Source: an optimization exercise on an open RTL-to-GDS flow (aim: small area). Production flows keep margins and buffers that such runs may drop.
In this exercise RTL edits were held to simulation tests only and were not proved equivalent to the original.
No activity file was given, so power comes from the tool's default toggle rates.

exp/violet:
Design ambient_light_backlight_controller, start of the top module:
module ambient_light_backlight_controller #(
   parameter int WINDOW_SIZE = 5,
   parameter int LUX_BITS    = 16
) (
   input  logic       clock,
   input  logic       reset,
   input  logic        req_valid,
   output logic        req_ready,
   input  logic        req_kind,
   input  logic [15:0] req_lux_sample,
   input  logic        req_auto_mode,
   input  logic        req_slider_valid,
   input  logic [7:0]  req_slider_level,
   output logic        rsp_valid,
   input  logic        rsp_ready,
   output logic [9:0]  rsp_backlight_level,
   output logic        rsp_level_written,
   output logic [9:0]  rsp_target_level,
   output logic [15:0] rsp_filtered_lux,
   input  logic       csr_wr_en,
   input  logic [2:0] csr_index,
   input  logic [9:0] csr_wr_data
);
Size: roughly 290 flip-flops, ~12000 um^2 of cells after synthesis.
clock: 10.0 ns
lec_check: 0
abc_area: 1
cap_margin: 20
core_margin: 2
core_utilization: 62
slew_margin: 20
standard.sh (not shown) runs the stock make flow with config.mk's settings and CLKGATE_MAP_FILE= SYNTH_SCRIPT=/design/flow/synth_recipe.tcl, a recipe that flattens the netlist after the stock synthesis.
==> flow/flow/run.sh <==
#!/bin/bash
# The standard layout (standard.sh with synth_recipe.tcl, both unchanged),
# with three changes:
#  - ABC maps the logic for area with flow/abc_area.script (used by ORFS when
#    ABC_AREA=1) in place of ORFS's own; the registers come from dfflibmap,
#    which runs before ABC, so they are the standard synthesis's;
#  - the port buffers use the smallest buffer cell;
#  - clock tree synthesis uses clkbuf_4 leaf clusters of up to 8 sinks
#    within 50 um, without dummy loads.
# ORFS writes each step's log under orfs/logs; make's output goes to standard.log.
set -e
here=$(pwd)
rm -rf "$here/orfs_scripts"
cp -r "$FLOW_HOME/scripts" "$here/orfs_scripts"
cp "$here/flow/abc_area.script" "$here/orfs_scripts/abc_area.script"
export SCRIPTS_DIR="$here/orfs_scripts"
export BUFFER_PORTS_ARGS="-buffer_cell sky130_fd_sc_hd__buf_1"
export CTS_ARGS="-sink_clustering_enable -repair_clock_nets -dont_use_dummy_load -buf_list sky130_fd_sc_hd__clkbuf_4 -sink_clustering_size 8 -sink_clustering_max_diameter 50"
bash standard.sh > standard.log 2>&1
==> flow/flow/abc_area.script <==
strash
balance -l
resub -K 6 -l
rewrite -l
resub -K 6 -N 2 -l
refactor -l
resub -K 8 -l
balance -l
resub -K 8 -N 2 -l
rewrite -l
resub -K 10 -l
rewrite -z -l
resub -K 10 -N 2 -l
balance -l
resub -K 12 -l
refactor -z -l
resub -K 12 -N 2 -l
rewrite -z -l
balance -l
dch -f
amap -m -F 4 -A 4
topo
stime -c
exp/violet has completed all stages; timing, DRC and antenna checks passed.
--- input diff exp/violet..exp/tundra ---
Settings: a change of CORE_UTILIZATION from 62 to 55.
Per the comparison of exp/tundra with exp/violet, sequential share of layout area decreased by 0.25 points relative to the old numbers, global-route usage decreased by 2.8 points relative to the old numbers, maximum frequency closely matched the old numbers. [diff] net switching power, exp/tundra relative to exp/violet: improvement. Looking at exp/tundra and exp/violet, the combinational group share of total power is a wash.
Inputs modified between exp/tundra and exp/umber:
Settings: CORE_UTILIZATION now 50, was 55.
## What came out
exp/umber vs exp/tundra, sequential fraction of total cell area went down by 0.20 points. Total power of the final layout: exp/umber vs exp/tundra, no meaningful difference. exp/umber can be clocked faster than exp/tundra. exp/umber: number of buffers created by CTS higher than exp/tundra. More vias were needed by exp/tundra than by exp/umber. [compare] base=exp/tundra new=exp/umber: half-perimeter wire length of the detailed placement result essentially unchanged, total wire length after detailed routing decreased about 0.44%, number of clock-tree buffers in the layout increased 2.3%, post-synthesis to final-layout area growth increased 0.41 points.

---

Another version of the RTL of ambient_light_backlight_controller (not shown whole).
Size in the first run: about 1400 cells after synthesis, roughly 300 flip-flops, roughly 84 I/O pins, about 13000 um^2 of cells after synthesis.
## ambient_light_backlight_controller
module ambient_light_backlight_controller #(
   parameter int WINDOW_SIZE = 5,
   parameter int LUX_BITS    = 16
) (
   input  logic       clock,
   input  logic       reset,
   input  logic        req_valid,
   output logic        req_ready,
   input  logic        req_kind,
   input  logic [15:0] req_lux_sample,
   input  logic        req_auto_mode,
   input  logic        req_slider_valid,
   input  logic [7:0]  req_slider_level,
   output logic        rsp_valid,
   input  logic        rsp_ready,
   output logic [9:0]  rsp_backlight_level,
   output logic        rsp_level_written,
   output logic [9:0]  rsp_target_level,
   output logic [15:0] rsp_filtered_lux,
   input  logic       csr_wr_en,
   input  logic [2:0] csr_index,
   input  logic [9:0] csr_wr_data
);
   typedef enum logic [4:0] {
      S_IDLE, S_SAMP, S_MEDC, S_FLOAD, S_CMP, S_EMA, S_DIVS, S_SMAP,
      S_DIV, S_OFFC, S_TGT, S_TGT2, S_GUPD, S_DIST, S_PREROT, S_RAMP, S_MSMAP,
      S_ACC
   } st_t;
   logic [7:0]  alpha_up_ff, alpha_down_ff;
   logic [9:0]  midpoint_ff;
   logic [5:0]  band_ff;
   logic [2:0]  shift_ff;
   logic [9:0]  min_ff, max_ff;
   st_t         state_ff;
   logic [3:0]  ph_ff;         
   logic [5:0]  cnt_ff;        
   logic [3:0]  pass_ff;       
   logic [2:0]  count_ff;      
   logic        lm_ff, lmv_ff;
   logic        lsv_ff;
   logic [7:0]  lsl_ff;
   logic [7:0]  man_ff;
   logic        cv_ff;
   logic        wr_ff;
   logic        rspv_ff;
   logic [15:0] w0, w1, w2, w3, w4;
   logic [23:0] f_ff;
   logic [17:0] r_ff;
   logic [9:0]  q_ff;
   logic [10:0] off_ff;
   logic [9:0]  goal_ff;
   logic [9:0]  cur_ff;
   logic [7:0]  acc_ff;
   logic [4:0] blw_ff;
   logic [2:0] lo_idx_ff, hi_idx_ff;
   logic mcar_ff;
   logic k1, k2, k3, k4, k5, k6, k7;
   logic [1:0] d_ff;
   logic up_ff, neg_ff, lt_ff, ltm_ff, gtm_ff, nz_ff, gtc_ff, eqc_ff;
   logic auto_m, mc, capture;
   logic [7:0] sw;
   assign auto_m  = req_auto_mode;
   assign mc      = !lmv_ff || (req_auto_mode != lm_ff);
  ...
clock: 10.0 ns
lec_check: 0
abc_area: 1
cap_margin: 20
core_margin: 2
core_utilization: 40
slew_margin: 20
==> flow/flow/run.sh <==
#!/bin/bash
export BUFFER_PORTS_ARGS="-buffer_cell sky130_fd_sc_hd__buf_1"
export CTS_ARGS="-sink_clustering_enable -repair_clock_nets -dont_use_dummy_load -buf_list sky130_fd_sc_hd__clkbuf_4 -sink_clustering_size 8 -sink_clustering_max_diameter 50"
bash standard.sh > standard.log 2>&1
Next try:
==> flow/flow/run.sh (replaced) <==
#!/bin/bash
# The standard layout (standard.sh with synth_recipe.tcl, both unchanged),
# with three changes:
#  - ABC maps the logic for area with flow/abc_area.script (used by ORFS when
#    ABC_AREA=1) in place of ORFS's own; the registers come from dfflibmap,
#    which runs before ABC, so they are the standard synthesis's;
#  - the port buffers use the smallest buffer cell;
#  - clock tree synthesis uses clkbuf_4 leaf clusters of up to 8 sinks
#    within 50 um, without dummy loads.
# ORFS writes each step's log under orfs/logs; make's output goes to standard.log.
set -e
here=$(pwd)
rm -rf "$here/orfs_scripts"
cp -r "$FLOW_HOME/scripts" "$here/orfs_scripts"
cp "$here/flow/abc_area.script" "$here/orfs_scripts/abc_area.script"
export SCRIPTS_DIR="$here/orfs_scripts"
export BUFFER_PORTS_ARGS="-buffer_cell sky130_fd_sc_hd__buf_1"
export CTS_ARGS="-sink_clustering_enable -repair_clock_nets -dont_use_dummy_load -buf_list sky130_fd_sc_hd__clkbuf_4 -sink_clustering_size 8 -sink_clustering_max_diameter 50"
bash standard.sh > standard.log 2>&1
==> flow/flow/abc_area.script (new file) <==
strash
balance -l
resub -K 6 -l
rewrite -l
resub -K 6 -N 2 -l
refactor -l
resub -K 8 -l
balance -l
resub -K 8 -N 2 -l
rewrite -l
resub -K 10 -l
rewrite -z -l
resub -K 10 -N 2 -l
balance -l
resub -K 12 -l
refactor -z -l
resub -K 12 -N 2 -l
rewrite -z -l
balance -l
dch -f
amap -m -F 4 -A 4
topo
stime -c
--- a/flow/config.mk
+++ b/flow/config.mk
@@ -9,4 +9,4 @@
 export CAP_MARGIN = 20
 export CORE_MARGIN = 2
-export CORE_UTILIZATION = 40
+export CORE_UTILIZATION = 55
 export SLEW_MARGIN = 20
Outcome: The changed run completed without violations; total power went up by a few percent; setup slack got worse by 0.60 ns; first-iteration DRC count increases by about a fifth; cell area came out lower by a few percent; clock skew came out lower by 0.013 ns; sequential power goes up by a few percent.
Next try:
==> flow/flow/run.sh (replaced) <==
#!/bin/bash
export BUFFER_PORTS_ARGS="-buffer_cell sky130_fd_sc_hd__buf_1"
export CTS_ARGS="-sink_clustering_enable -repair_clock_nets -dont_use_dummy_load -buf_list {sky130_fd_sc_hd__clkbuf_4 sky130_fd_sc_hd__clkbuf_8} -sink_clustering_size 10 -sink_clustering_max_diameter 60"
bash standard.sh > standard.log 2>&1
--- a/flow/config.mk
+++ b/flow/config.mk
@@ -9,4 +9,4 @@
 export CAP_MARGIN = 20
 export CORE_MARGIN = 2
-export CORE_UTILIZATION = 55
+export CORE_UTILIZATION = 40
 export SLEW_MARGIN = 20
removed: flow/flow/abc_area.script
Result: Setup slack gains 0.53 ns; sequential power fell by about 5%; core utilization goes down by 17 points; via count increases by 5.1%; die area goes up by 46%; final area rises by 7.6%; clock skew is about the same; total power increases by 0.75%; final cell count came out higher by 22%.
Next try:
==> flow/flow/run.sh (replaced) <==
#!/bin/bash
# The standard layout (standard.sh with synth_recipe.tcl, both unchanged),
# with three changes:
#  - ABC maps the logic for area with flow/abc_area.script (used by ORFS when
#    ABC_AREA=1) in place of ORFS's own; the registers come from dfflibmap,
#    which runs before ABC, so they are the standard synthesis's;
#  - the port buffers use the smallest buffer cell;
#  - clock tree synthesis uses clkbuf_4 leaf clusters of up to 8 sinks
#    within 50 um, without dummy loads.
# ORFS writes each step's log under orfs/logs; make's output goes to standard.log.
set -e
here=$(pwd)
rm -rf "$here/orfs_scripts"
cp -r "$FLOW_HOME/scripts" "$here/orfs_scripts"
cp "$here/flow/abc_area.script" "$here/orfs_scripts/abc_area.script"
export SCRIPTS_DIR="$here/orfs_scripts"
export BUFFER_PORTS_ARGS="-buffer_cell sky130_fd_sc_hd__buf_1"
export CTS_ARGS="-sink_clustering_enable -repair_clock_nets -dont_use_dummy_load -buf_list sky130_fd_sc_hd__clkbuf_4 -sink_clustering_size 8 -sink_clustering_max_diameter 50"
bash standard.sh > standard.log 2>&1
==> flow/flow/abc_area.script (new file) <==
strash
balance -l
resub -K 6 -l
rewrite -l
resub -K 6 -N 2 -l
refactor -l
resub -K 8 -l
balance -l
resub -K 8 -N 2 -l
rewrite -l
resub -K 10 -l
rewrite -z -l
resub -K 10 -N 2 -l
balance -l
resub -K 12 -l
refactor -z -l
resub -K 12 -N 2 -l
rewrite -z -l
balance -l
dch -f
amap -m -F 4 -A 4
topo
stime -c
--- a/flow/config.mk
+++ b/flow/config.mk
@@ -10,3 +10,4 @@
 export CORE_MARGIN = 2
 export CORE_UTILIZATION = 40
+export GPL_TIMING_DRIVEN = 0
 export SLEW_MARGIN = 20
Synthesized cell count fell by 18%.
Via count fell by 5.0%.
Count of clock-buffer cells in the layout rose by 7.
Clock power fell by 21%.
Power fell by 0.54%.
Register-to-register slack degrades by 1.5 ns.
First-iteration DRC count rose by 18%.
Next try:
--- a/flow/config.mk
+++ b/flow/config.mk
@@ -10,4 +10,3 @@
 export CORE_MARGIN = 2
 export CORE_UTILIZATION = 40
-export GPL_TIMING_DRIVEN = 0
 export SLEW_MARGIN = 20
Power decreases by 0.41%.
Final cell count decreases by 0.47%.
Sequential power stays flat.
Next try:
--- a/flow/config.mk
+++ b/flow/config.mk
@@ -7,6 +7,7 @@
 export LEC_CHECK = 0
 export ABC_AREA = 1
-export CAP_MARGIN = 20
+export CAP_MARGIN = 0
 export CORE_MARGIN = 2
 export CORE_UTILIZATION = 40
-export SLEW_MARGIN = 20
+export GPL_TIMING_DRIVEN = 0
+export SLEW_MARGIN = 0
Effect: The new run finished with timing, DRC and antenna clean. Cell area rose by 0.47%. Synthesized cell count does not change. Die area does not change. Power barely changes. Global-route usage falls by 0.22 points. Cell count stays flat. Wire length shrinks by 1.9%. First-iteration DRC count climbs by 0.78%. Core utilization grows by 0.21 points. Via count falls by 0.44%.

separate check: timing with driven ports:
No port has a modelled driver above. Below, the same layouts with a new extraction and two added sets of constraints.
Step 1 sets driving cells, clkbuf_16 on the clock port and buf_2 on the other inputs (assumed; they add their load-dependent delay and slew).
Step 2 also shifts input and output timing later by t, the mid clock arrival at the registers, as if the neighbouring blocks saw the same clock.
a / b / c = ideal / step 1 / step 2; a / b = the first two.
run | shift t [ns] | setup slack, ns | worst register clock-pin slew, ns
exp/violet | 0.683 | 2.595 / 2.617 / 1.934 | 0.10 / 0.10
exp/tundra | 0.679 | 2.614 / 2.635 / 1.956 | 0.10 / 0.10
exp/umber | 0.684 | 2.636 / 2.654 / 1.970 | 0.10 / 0.10
the first run of note 2 | 0.695 | 3.028 / 3.020 / 2.325 | 0.10 / 0.10
the second run of note 2 | 0.688 | 2.433 / 2.441 / 1.753 | 0.09 / 0.09
the third run of note 2 | 0.562 | 2.960 / 2.951 / 2.389 | 0.07 / 0.07
the fourth run of note 2 | 0.685 | 1.837 / 1.815 / 1.129 | 0.10 / 0.10
the fifth run of note 2 | 0.663 | 2.360 / 2.369 / 1.705 | 0.11 / 0.11
the sixth run of note 2 | 0.685 | 1.420 / 1.399 / 0.714 | 0.10 / 0.10
After both steps every run listed still meets setup and hold. For the fourth run of note 2, which loses most, drivers alone change the setup slack by -0.022 ns; drivers and shift together by -0.708 ns.
